Source: an optimization exercise on an open RTL-to-GDS flow (aim: small area, a short achievable clock period and few clock cycles per item). Production flows keep margins and buffers that such runs may drop. RTL that was checked went through simulation tests only; none was proved equivalent to the original.

==> flow/design.v (excerpt) <==
module line_escape_motion_controller (
	input  logic                                clk,
	input  logic                                arst_n,
	input  logic                                cfg_we,
	input  logic [0:0]                          cfg_index,
	input  logic [lemc_pkg::REG_W-1:0]          cfg_data,
	input  logic                                in_valid,
	output logic                                in_ready,
	input  logic                                on_line,
	input  logic                                front_level,
	input  logic                                back_level,
	input  logic                                right_level,
	input  logic                                left_level,
	input  logic signed [lemc_pkg::MOT_W-1:0]   move_x,
	input  logic signed [lemc_pkg::MOT_W-1:0]   move_y,
	input  logic [lemc_pkg::DIST_W-1:0]         ir_distance,
	output logic                                out_valid,
	input  logic                                out_ready,
	output logic signed [lemc_pkg::MOT_W-1:0]   drive_x,
	output logic signed [lemc_pkg::MOT_W-1:0]   drive_y
);
Settings: LEC_CHECK=0, CAP_MARGIN=20, CORE_MARGIN=2, CORE_UTILIZATION=40, SETUP_SLACK_MARGIN=5, SLEW_MARGIN=20; clock period 11.0 ns.
run.sh (not shown) runs the stock make flow with config.mk's settings and CLKGATE_MAP_FILE= SYNTH_SCRIPT=/design/flow/synth_recipe.tcl, a recipe that flattens the netlist after the stock synthesis.
Next try:
--- a/flow/design.v
+++ b/flow/design.v
@@ -124,26 +124,20 @@
 		if (on_e_q) begin
 			on_x = xm;
 			on_y = ym;
 		end else begin
 			on_x = cx2 ? 16'sd2867 : (cx1 ? -16'sd2867 : xm);
 			on_y = cy2 ? 16'sd2662 : (cy1 ? -16'sd2662 : ym);
 		end
 	end
-	function automatic logic lt16(input logic [15:0] a, input logic [15:0] b);
-		logic c;
-		c = 1'b0;
-		for (int i = 0; i < 16; i++) c = (!a[i] && b[i]) || ((!a[i] || b[i]) && c);
-		lt16 = c;
-	endfunction
-	assign front_a = (on_e_q && see_f_q && lt16(front_q, armed_q)) ? armed_q : front_q;
-	assign back_a  = (on_e_q && see_b_q && lt16(back_q, armed_q))  ? armed_q : back_q;
-	assign right_a = (on_e_q && see_r_q && lt16(right_q, armed_q)) ? armed_q : right_q;
-	assign left_a  = (on_e_q && see_l_q && lt16(left_q, armed_q))  ? armed_q : left_q;
+	assign front_a = (on_e_q && see_f_q && front_q < armed_q) ? armed_q : front_q;
+	assign back_a  = (on_e_q && see_b_q && back_q  < armed_q) ? armed_q : back_q;
+	assign right_a = (on_e_q && see_r_q && right_q < armed_q) ? armed_q : right_q;
+	assign left_a  = (on_e_q && see_l_q && left_q  < armed_q) ? armed_q : left_q;
 	logic c_p, c_n, drain;
 	logic signed [16:0] y5;
 	logic signed [15:0] y1;
 	assign c_p   = bmode ? (rnz_q && x_q[15]) : (fnz_q && y_q[15]);
 	assign c_n   = bmode ? (lnz_q && xgt_q) : (bnz_q && ygt_q);
 	assign drain = c_p || c_n;
 	assign y5 = 17'(y_q) + 17'(y_q >>> 2);
 	assign y1 = (y5[16] != y5[15]) ? {y5[16], {15{!y5[16]}}} : y5[15:0];
Outcome:
- cell area went up by a few percent
- sequential cell count stays the same
- fmax went up slightly
- core utilization hardly moves
- worst setup slack gets better by 0.031 ns
- die area went up slightly
- via count stays flat
- cell count went up slightly
- first-iteration DRC count went up by a little under a tenth
- sequential share of layout area went down by 0.56 points
- critical path depth went up by 1
- routed wire length went down by a few percent
Testbench counts after the change, summed over its fixed seeds: cycles 12,895, items 12,000.
Function not checked in the first run of this note: the RTL went through the layout flow alone.

* * *

The RTL this note starts from:
==> flow/design.v <==
package lemc_pkg;
	localparam int MOT_W  = 16;
	localparam int AREA_W = 16;
	localparam int REG_W  = 16;
	localparam int TICK_W = 7;
	localparam int DIST_W = 8;
	localparam logic [DIST_W-1:0] NEAR_DIST = 8'd11;
endpackage
module lemc_qmul (
	input  logic signed [15:0] op,
	input  logic signed [19:0] o13,
	input  logic               m1_1,
	input  logic               m1_1024,
	input  logic               m1_2048,
	input  logic               m1_4096,
	input  logic               k0,
	input  logic               k1,
	input  logic               k2,
	input  logic               neg,
	output logic signed [17:0] r
);
	logic signed [28:0] o, w, m1, a6, an, p;
	assign o  = 29'(op);
	assign w  = 29'(o13);
	assign m1 = (m1_1 ? o : 29'sd0) | (m1_1024 ? (o <<< 10) : 29'sd0)
		| (m1_2048 ? (o <<< 11) : 29'sd0) | (m1_4096 ? (o <<< 12) : 29'sd0);
	assign a6 = (k0 ? (w <<< 6) : 29'sd0) | (k1 ? (w <<< 7) : 29'sd0) | (k2 ? (w <<< 8) : 29'sd0)
		| 29'(!neg);
	assign an = ~((k0 ? w : 29'sd0) | (k1 ? (w <<< 1) : 29'sd0) | (k2 ? (w <<< 2) : 29'sd0));
	assign p  = m1 + a6 + an;
	assign r  = {p[28], p[28:12]} ^ {18{neg}};
endmodule
module line_escape_motion_controller (
	input  logic                                clk,
	input  logic                                arst_n,
	input  logic                                cfg_we,
	input  logic [0:0]                          cfg_index,
	input  logic [lemc_pkg::REG_W-1:0]          cfg_data,
	input  logic                                in_valid,
	output logic                                in_ready,
	input  logic                                on_line,
	input  logic                                front_level,
	input  logic                                back_level,
	input  logic                                right_level,
	input  logic                                left_level,
	input  logic signed [lemc_pkg::MOT_W-1:0]   move_x,
	input  logic signed [lemc_pkg::MOT_W-1:0]   move_y,
	input  logic [lemc_pkg::DIST_W-1:0]         ir_distance,
	output logic                                out_valid,
	input  logic                                out_ready,
	output logic signed [lemc_pkg::MOT_W-1:0]   drive_x,
	output logic signed [lemc_pkg::MOT_W-1:0]   drive_y
);
	logic [15:0] armed_q, keep_q;
	logic [6:0]  ticks_q;
	logic [15:0] front_q, back_q, right_q, left_q;
	logic [15:0] front_d, back_d, right_d, left_d;
	logic        fnz_q, bnz_q, rnz_q, lnz_q;      
	logic        on_e_q, on_l_q, pa_q, da_q, pb_q, pb2_q;
	logic        damp_q, clr_q, near_q, koy_q, cp_q, cn_q;
	logic        xgt_q, ygt_q;                    
	logic        see_f_q, see_b_q, see_r_q, see_l_q;
	logic signed [15:0] x_q, y_q;
	logic signed [19:0] x13_q, y13_q;
	logic [16:0] d_q;
	logic        ov_q;
	logic signed [15:0] dx_q, dy_q;
	logic signed [15:0] res_x, res_y;
	logic vi, on, out_free, fire, accept, rdy, fb, amode, bmode, dstep;
	assign on       = on_e_q || on_l_q;
	assign vi       = on || pa_q || da_q || pb_q || pb2_q;
	assign out_free = !ov_q || out_ready;
	assign fire     = (on || pb2_q) && out_free;
	assign rdy      = !vi || fire;
	assign in_ready = rdy;
	assign accept   = in_valid && rdy;
	assign fb    = (fnz_q && y_q[15]) || (bnz_q && ygt_q);
	assign amode = pa_q && fb;
	assign bmode = pb_q || (pa_q && !fb);
	assign dstep = da_q || (pa_q && !fb);
	logic signed [17:0] xr, yr;
	logic signed [19:0] x13_d, y13_d;
	logic signed [15:0] x13_src;
	assign x13_src = da_q ? x_q : move_x;
	assign x13_d = 20'(x13_src) + (20'(x13_src) <<< 2) + (20'(x13_src) <<< 3);
	assign y13_d = 20'(move_y) + (20'(move_y) <<< 2) + (20'(move_y) <<< 3);
	lemc_qmul u_xmul (
		.op (x_q), .o13 (x13_q), .m1_1 (on_l_q), .m1_1024 (pb2_q), .m1_2048 (bmode),
		.m1_4096 (on_e_q), .k0 (on_e_q || bmode), .k1 (amode || pb2_q), .k2 (on_l_q),
		.neg (on || (bmode && x_q[15])), .r (xr)
	);
	lemc_qmul u_ymul (
		.op (y_q), .o13 (y13_q), .m1_1 (on_e_q), .m1_1024 (on_l_q), .m1_2048 (1'b0),
		.m1_4096 (pa_q), .k0 (pa_q), .k1 (on_l_q), .k2 (on_e_q),
		.neg (on || (pa_q && y_q[15])), .r (yr)
	);
	function automatic logic signed [15:0] sat16(input logic signed [17:0] v);
		if (v[16] != v[15]) sat16 = {v[16], {15{!v[16]}}};
		else sat16 = v[15:0];
	endfunction
	logic signed [15:0] xd, yd, xm, ym, on_x, on_y;
	logic x_gt0, x_lt0, x_ltm1, y_gt0, y_lt0, y_ltm1;
	logic xpos, xneg_v, ypos, yneg_v, cx1, cx2, cy1, cy2;
	logic [15:0] front_a, back_a, right_a, left_a;
	assign x_lt0  = x_q[15];
	assign x_gt0  = !x_q[15] && (|x_q[14:0]);
	assign x_ltm1 = x_q[15] && !(&x_q[14:0]);
	assign y_lt0  = y_q[15];
	assign y_gt0  = !y_q[15] && (|y_q[14:0]);
	assign y_ltm1 = y_q[15] && !(&y_q[14:0]);
	assign xd = sat16(xr);
	assign yd = sat16(yr);
	assign xm = damp_q ? xd : x_q;
	assign ym = damp_q ? yd : y_q;
	assign xpos   = damp_q ? x_ltm1 : x_gt0;
	assign xneg_v = damp_q ? x_gt0 : x_lt0;
	assign ypos   = damp_q ? y_ltm1 : y_gt0;
	assign yneg_v = damp_q ? y_gt0 : y_lt0;
	assign cy1 = fnz_q && ypos;
	assign cy2 = bnz_q && (cy1 || yneg_v);
	assign cx1 = rnz_q && xpos;
	assign cx2 = lnz_q && (cx1 || xneg_v);
	always_comb begin
		if (on_e_q) begin
			on_x = xm;
			on_y = ym;
		end else begin
			on_x = cx2 ? 16'sd2867 : (cx1 ? -16'sd2867 : xm);
			on_y = cy2 ? 16'sd2662 : (cy1 ? -16'sd2662 : ym);
		end
	end
	function automatic logic lt16(input logic [15:0] a, input logic [15:0] b);
		logic c;
		c = 1'b0;
		for (int i = 0; i < 16; i++) c = (!a[i] && b[i]) || ((!a[i] || b[i]) && c);
		lt16 = c;
	endfunction
	assign front_a = (on_e_q && see_f_q && lt16(front_q, armed_q)) ? armed_q : front_q;
	assign back_a  = (on_e_q && see_b_q && lt16(back_q, armed_q))  ? armed_q : back_q;
	assign right_a = (on_e_q && see_r_q && lt16(right_q, armed_q)) ? armed_q : right_q;
	assign left_a  = (on_e_q && see_l_q && lt16(left_q, armed_q))  ? armed_q : left_q;
	logic c_p, c_n, drain;
	logic signed [16:0] y5;
	logic signed [15:0] y1;
	assign c_p   = bmode ? (rnz_q && x_q[15]) : (fnz_q && y_q[15]);
	assign c_n   = bmode ? (lnz_q && xgt_q) : (bnz_q && ygt_q);
	assign drain = c_p || c_n;
	assign y5 = 17'(y_q) + 17'(y_q >>> 2);
	assign y1 = (y5[16] != y5[15]) ? {y5[16], {15{!y5[16]}}} : y5[15:0];
	logic [15:0] a_p, a_n, a_d, new_p, new_n;
	logic signed [17:0] sub, ad_s, d_s, k_s;
	logic ko, cpe, cne;
	assign a_p   = pb2_q ? right_q : front_q;
	assign a_n   = pb2_q ? left_q : back_q;
	assign cpe   = cp_q && !pa_q;
	assign cne   = cn_q && !pa_q;
	assign a_d   = cne ? a_n : a_p;
	assign ad_s  = {2'b00, a_d};
	assign d_s   = {1'b0, d_q};
	assign k_s   = {2'b00, keep_q};
	assign sub   = ad_s - d_s;
	assign ko    = (cpe ? sub > k_s : lt16(keep_q, a_p)) || (cne ? sub > k_s : lt16(keep_q, a_n));
	assign new_p = (near_q || (cpe && sub[17])) ? 16'd0 : (cpe ? sub[15:0] : a_p);
	assign new_n = (near_q || (cne && sub[17])) ? 16'd0 : (cne ? sub[15:0] : a_n);
	assign res_x = on ? on_x : (ko ? 16'sd0 : ((cp_q || cn_q) ? xr[15:0] : x_q));
	assign res_y = on ? on_y : (koy_q ? 16'sd0 : y_q);
	always_comb begin
		front_d = front_q;
		back_d  = back_q;
		right_d = right_q;
		left_d  = left_q;
		if (fire && on) begin
			front_d = clr_q ? 16'd0 : front_a;
			back_d  = clr_q ? 16'd0 : back_a;
			right_d = clr_q ? 16'd0 : right_a;
			left_d  = clr_q ? 16'd0 : left_a;
		end
		if (dstep) begin
			front_d = new_p;
			back_d  = new_n;
		end
		if (fire && pb2_q) begin
			right_d = new_p;
			left_d  = new_n;
		end
	end
	always_ff @(posedge clk or negedge arst_n) begin
		if (!arst_n) begin
			armed_q <= 16'd4096;
			keep_q  <= 16'd2048;
			ticks_q <= '0;
			front_q <= '0;
			back_q  <= '0;
			right_q <= '0;
			left_q  <= '0;
			fnz_q   <= 1'b0;
			bnz_q   <= 1'b0;
			rnz_q   <= 1'b0;
			lnz_q   <= 1'b0;
			on_e_q  <= 1'b0;
			on_l_q  <= 1'b0;
			pa_q    <= 1'b0;
			da_q    <= 1'b0;
			pb_q    <= 1'b0;
			pb2_q   <= 1'b0;
			ov_q    <= 1'b0;
		end else begin
			if (cfg_we) begin
				if (cfg_index == 1'b0) armed_q <= cfg_data;
				else keep_q <= cfg_data;
			end
			if (accept) begin
				if (!on_line) ticks_q <= '0;
				else if (ticks_q != 7'd127) ticks_q <= ticks_q + 7'd1;
			end
			if (rdy) begin
				on_e_q <= in_valid && on_line && (ticks_q[6:3] == 4'd0) && (ticks_q[2:0] != 3'd7);
				on_l_q <= in_valid && on_line && !((ticks_q[6:3] == 4'd0) && (ticks_q[2:0] != 3'd7));
				pa_q   <= in_valid && !on_line;
				da_q   <= 1'b0;
				pb_q   <= 1'b0;
				pb2_q  <= 1'b0;
			end else begin
				if (fire) begin
					on_e_q <= 1'b0;
					on_l_q <= 1'b0;
					pb2_q  <= 1'b0;
				end
				pa_q <= 1'b0;
				da_q <= amode;
				pb_q <= da_q;
				if (bmode) pb2_q <= 1'b1;
			end
			front_q <= front_d;
			back_q  <= back_d;
			right_q <= right_d;
			left_q  <= left_d;
			fnz_q   <= |front_d;
			bnz_q   <= |back_d;
			rnz_q   <= |right_d;
			lnz_q   <= |left_d;
			if (fire) ov_q <= 1'b1;
			else if (out_ready) ov_q <= 1'b0;
		end
	end
	always_ff @(posedge clk) begin
		if (pa_q || pb_q) d_q <= bmode ? xr[16:0] : yr[16:0];
		if (rdy) begin
			x_q     <= move_x;
			y_q     <= move_y;
			x13_q   <= x13_d;
			y13_q   <= y13_d;
			see_f_q <= !front_level;
			see_b_q <= !back_level;
			see_r_q <= !right_level;
			see_l_q <= !left_level;
			near_q  <= ir_distance < lemc_pkg::NEAR_DIST;
			damp_q  <= !ticks_q[6] || (!ticks_q[5] && (!ticks_q[4] || !(ticks_q[3] || ticks_q[2])));
			clr_q   <= &ticks_q[6:3];
			xgt_q   <= !move_x[15] && (|move_x[14:0]);
			ygt_q   <= !move_y[15] && (|move_y[14:0]);
		end else begin
			if (pa_q || pb_q) begin
				cp_q <= c_p;
				cn_q <= c_n;
			end
			if (amode) begin
				x_q   <= xr[15:0];
				y_q   <= y1;
				xgt_q <= !xr[15] && (|xr[14:0]);
			end
			if (bmode && drain) y_q <= y_q >>> 1;
			if (dstep) koy_q <= ko;
			if (da_q) x13_q <= x13_d;
		end
	end
	always_ff @(posedge clk) begin
		if (fire) begin
			dx_q <= res_x;
			dy_q <= res_y;
		end
	end
	assign out_valid = ov_q;
	assign drive_x   = dx_q;
	assign drive_y   = dy_q;
endmodule
export LEC_CHECK = 0
export CAP_MARGIN = 20
export CORE_MARGIN = 2
export CORE_UTILIZATION = 55
export CTS_CLUSTER_DIAMETER = 100
export CTS_CLUSTER_SIZE = 40
export PLACE_DENSITY = 0.7
export SETUP_SLACK_MARGIN = 5
export SLEW_MARGIN = 20
create_clock -name core_clock -period 11.0 [get_ports {clk}]
The first run went through all stages and came out clean.
Testbench counts at the start, summed over its fixed seeds: cycles 12,895, items 12,000.
Change:
--- a/flow/design.v
+++ b/flow/design.v
@@ -156,13 +156,13 @@
 	assign cne   = cn_q && !pa_q;
 	assign a_d   = cne ? a_n : a_p;
 	assign ad_s  = {2'b00, a_d};
 	assign d_s   = {1'b0, d_q};
 	assign k_s   = {2'b00, keep_q};
 	assign sub   = ad_s - d_s;
-	assign ko    = (cpe ? sub > k_s : lt16(keep_q, a_p)) || (cne ? sub > k_s : lt16(keep_q, a_n));
+	assign ko    = (cpe ? sub > k_s : a_p > keep_q) || (cne ? sub > k_s : a_n > keep_q);
 	assign new_p = (near_q || (cpe && sub[17])) ? 16'd0 : (cpe ? sub[15:0] : a_p);
 	assign new_n = (near_q || (cne && sub[17])) ? 16'd0 : (cne ? sub[15:0] : a_n);
 	assign res_x = on ? on_x : (ko ? 16'sd0 : ((cp_q || cn_q) ? xr[15:0] : x_q));
 	assign res_y = on ? on_y : (koy_q ? 16'sd0 : y_q);
 	always_comb begin
 		front_d = front_q;
Outcome: Hold slack barely changes. Routed wire length is higher by 0.91%. Utilization hardly moves. Clock skew climbs by 13 ps. Synthesized cell count came out higher by 1.0%. Final area stays flat. Setup slack gets worse by 8.3 ps. Cell count climbs by 0.31%. First-iteration DRC count goes down by 12%.
No functional check of the RTL was part of the second run of this note.

[afterwards: timing with drivers on the ports]
The flow's constraints put no driver on any port. The routed layouts listed below were extracted and timed again, unchanged, in two steps.
Step 1 (the two cells are an assumption about what drives the block):
set clk [get_ports {clk}]
set_driving_cell -lib_cell sky130_fd_sc_hd__clkbuf_16 $clk
set_driving_cell -lib_cell sky130_fd_sc_hd__buf_2 [delete_from_list [all_inputs] $clk]
Step 2 adds t to the input delays and takes it off the output delays; t is the mean of the earliest and latest rising clock arrival at the registers after step 1. Input paths then give back, and output paths get back, about the clock's delay inside the block.
Slacks: no drivers / after step 1 / after step 2; pairs: no drivers / after step 1.
run	t (ns)	setup slack, ns	worst setup path after step 2	worst data-port slew with drivers (ns)	cell pins on the clock port's net
the first run of note 1	0.627	5.013 / 4.991 / 4.629	input to register	0.06	1
the second run of note 1	0.647	5.043 / 5.021 / 4.757	input to register	0.04	1
the first run of note 2	0.591	5.057 / 5.031 / 4.759	input to register	0.05	1
the second run of note 2	0.579	5.049 / 5.026 / 4.614	input to register	0.06	1
After both steps every run listed still meets setup and hold. For the second run of note 2, which loses most, drivers alone change the setup slack by -0.023 ns; drivers and shift together by -0.435 ns.
